Background: an optimization exercise with open tools, aiming at small area, a short achievable clock period and few clock cycles per item. Do not read the settings as production practice. Function was checked by simulation only, so behaviour that the tests miss may differ from the original.

Setup of red:
==> flow/design.v (excerpt) <==
module aesDecryptTop
(
    input  logic   clk,
    input  logic   rstN,
    input  logic   inValid,
    input  logic [128-1:0]  cipherText,
    input  logic [1408-1:0] expandedKey,
    output logic   outValid,
    output logic [128-1:0]  plainText
);
Size in the first run: ~1400 flip-flops, ~1700 I/O pins, roughly 0.067 sq mm of cells after synthesis.
==> flow/config.mk <==
export PLATFORM = sky130hd
export DESIGN_NAME = aesDecryptTop
export DESIGN_NICKNAME = aesDecryptTop
export VERILOG_FILES = /design/flow/design.v
export SDC_FILE = /design/flow/constraint.sdc
export NUM_CORES = 8
export LEC_CHECK = 0
export CAP_MARGIN = 20
export CORE_AREA = 4 4 376 376
export DIE_AREA = 0 0 380 380
export SLEW_MARGIN = 20
==> flow/constraint.sdc <==
create_clock -name core_clock -period 21.0 [get_ports {clk}]
set_input_delay 4.2000 -clock core_clock [delete_from_list [all_inputs] [get_ports {clk}]]
set_output_delay 4.2000 -clock core_clock [all_outputs]
set_load 0.01 [all_outputs]
standard.sh (not shown) runs the stock make flow with config.mk's settings and CLKGATE_MAP_FILE= SYNTH_SCRIPT=/design/flow/synth_recipe.tcl, a recipe that flattens the netlist after the stock synthesis.
==> flow/flow/run.sh <==
#!/bin/bash
# The standard layout (standard.sh), with:
#  - synthesis by synth_recipe.tcl, but ABC mapping with an area-oriented script
#    (abc -script replaced; flip-flops are mapped before ABC, so unchanged);
#  - buf_1 port buffers, pins one track apart;
#  - timing repair aiming below the 21 ns period (SETUP_SLACK_MARGIN);
#  - a clock tree of clkbuf_16 without dummy loads;
#  - if the routed layout has antenna violations, placement and routing are
#    redone once or twice with a slightly different placement density.
# Each run of standard.sh logs to standard_flow_N.log; ORFS keeps each step's
# log under orfs/logs/.
set -uo pipefail
W=$PWD
MARGIN="15.3"
CTSBUF="sky130_fd_sc_hd__clkbuf_16"
CTSEXTRA="-sink_clustering_size 20 -sink_clustering_max_diameter 100"
DENSITY="0.60"
EXTRA=""
cp flow/map.abc $W/map.abc
cat > $W/my_synth.tcl <<EOT
proc abc {args} {
  set i [lsearch -exact \$args -script]
  if {\$i >= 0} { lset args [expr {\$i+1}] $W/map.abc }
  yosys abc {*}\$args
}
source $W/synth_recipe.tcl
EOT
run_flow() {
  bash standard.sh \
    SYNTH_SCRIPT=$W/my_synth.tcl \
    BUFFER_PORTS_ARGS="-buffer_cell sky130_fd_sc_hd__buf_1" \
    PLACE_PINS_ARGS="-min_distance 1 -min_distance_in_tracks" \
    SETUP_SLACK_MARGIN=$MARGIN \
    CTS_ARGS="-sink_clustering_enable -repair_clock_nets -dont_use_dummy_load -buf_list {$CTSBUF} $CTSEXTRA" \
    $EXTRA "$@"
}
antennas() {
  local odb=$W/orfs/results/sky130hd/aesDecryptTop/base/6_final.odb
  [[ -f $odb ]] || { echo 1; return; }
  printf 'read_db %s\nputs "ANTENNAS [check_antennas]"\n' "$odb" > $W/antennas.tcl
  openroad -no_init -exit $W/antennas.tcl > $W/antennas_check.log 2>&1
  grep -o 'ANTENNAS [0-9]*' $W/antennas_check.log | awk '{print $2}' | tail -1
}
run_flow PLACE_DENSITY=$DENSITY finish > standard_flow_0.log 2>&1
for try in 1 2; do
  n=$(antennas)
  echo "antenna check after try $((try-1)): ${n:-unknown}" >> flow_retries.log
  [[ "$n" == "0" ]] && break
  bash standard.sh clean_place clean_cts clean_route clean_finish > standard_clean_$try.log 2>&1
  d=$(python3 -c "print(f'{$DENSITY + 0.01*$try:.2f}')")
  run_flow PLACE_DENSITY=$d finish > standard_flow_$try.log 2>&1
done
==> flow/flow/map.abc <==
&get -n; &st; &dch; &nf -R 1000; &put
Testbench counts of red, summed over its fixed seeds: cycles 5,640, items 512.
diff inputs: red => blue
- DIE_AREA now 0 0 450 450, was 0 0 380 380
- CORE_AREA now 4 4 446 446, was 4 4 376 376
--- a/flow/flow/run.sh
+++ b/flow/flow/run.sh
@@ -14 +14 @@
-MARGIN="15.3"
+MARGIN="15.0"
==> comparison <==
- Changes observed in blue relative to red: initial antenna violation count grew by 75; final design area excluding fillers held steady.
- Compared with red, blue shows a higher worst path arrival time.
- Taking red as the reference, in blue via count now sits at about the same level; final number of setup-violating endpoints now sits at about the same level; sequential share of layout area now sits at about the same level.
- Synthesized flop and latch total came out exactly the same in red and blue.
### blue -> green
--- a/flow/flow/run.sh
+++ b/flow/flow/run.sh
@@ -14 +14 @@
-MARGIN="15.0"
+MARGIN="15.6"
- met3 track demand over resource in global routing of blue is on par with green.
- green — clock skew after layout 0.0092 ns higher, blue as reference
- Setup slack delta (green − blue): favourable
- green gives less ratio of final minimum period to clock period than blue did.
- Of blue and green, the higher sequential share of layout area belongs to blue.
- Lower final hold slack goes to green over blue.
- Synthesized-area fraction occupied by adder cells: blue vs green identical
- Status | blue and green | clean
Changes in orange relative to green:
- DIE_AREA now 0 0 380 380, was 0 0 450 450
- CORE_AREA now 4 4 376 376, was 4 4 446 446
--- a/flow/flow/run.sh
+++ b/flow/flow/run.sh
@@ -14 +14 @@
-MARGIN="15.6"
+MARGIN="15.45"
Comparing orange with green, the minimum setup slack in the final design came out essentially unchanged.
Initial cell density of the core: orange higher than green
Status: number of sinks handled by clock tree synthesis parity (green, orange)
The startpoint of the most critical setup path comes out aesDecryptCtrl_i.roundState[51]$_DFF_P_ in one run and expandedKey[1395] in the other, namely in green and orange respectively.
Higher first-iteration DRC count was reported by green, not orange.
Taking green as the reference, in orange number of stages on the worst setup path picked up an extra 5, final area down 7.2%, detailed-routing iteration count for the pre-antenna-repair pass went down by 2.
Compared to green, the router laid down less metal wire for orange.
For purple, these inputs were changed with respect to orange:
- CORE_AREA changed from 4 4 376 376 to 4 4 446 446
- DIE_AREA changed from 0 0 380 380 to 0 0 450 450
--- a/flow/flow/run.sh
+++ b/flow/flow/run.sh
@@ -14 +14 @@
-MARGIN="15.45"
+MARGIN="15.3"
[summary]
- purple — final critical-path setup slack 0.13 ns lower, orange as reference
- Relative to orange, length of routed met3 wiring has increased by 270 um in purple.
- Area used by multi-input combinational logic (higher): orange
- In purple the final-layout non-clock buffer area share turned out 0.91 points lower than in orange.
- Clock buffer and inverter area fraction after layout: purple > orange

[separate check: timing with driven ports]
No port has a modelled driver above. Below, the same layouts with a new extraction and two added sets of constraints.
Step 1: set_driving_cell puts a clkbuf_16 on clk and a buf_2 on each other input, an assumption about the parent block.
Step 2 moves the port delays by t, midway between the first and last clock arrival at a register: inputs arrive t later, outputs are due t later. That takes back most of the time a late clock gives input paths.
Slacks: ideal / step 1 / step 2; pairs: ideal / step 1.
run | shift t [ns] | slack for setup (ns) | clock arrival spread, ns | pins driven straight from the clock port
red | 0.767 | 15.247 / 15.167 / 14.669 | 0.098 / 0.098 | 1
blue | 0.814 | 15.007 / 14.924 / 14.556 | 0.103 / 0.104 | 1
green | 0.815 | 15.424 / 15.342 / 14.789 | 0.113 / 0.113 | 1
orange | 0.777 | 15.424 / 15.350 / 14.708 | 0.098 / 0.098 | 1
purple | 0.811 | 15.296 / 15.213 / 14.554 | 0.108 / 0.107 | 1
After both steps every run listed still meets setup and hold. The setup slack of purple, which loses most, moves by -0.083 ns with the drivers and by -0.742 ns with both steps.
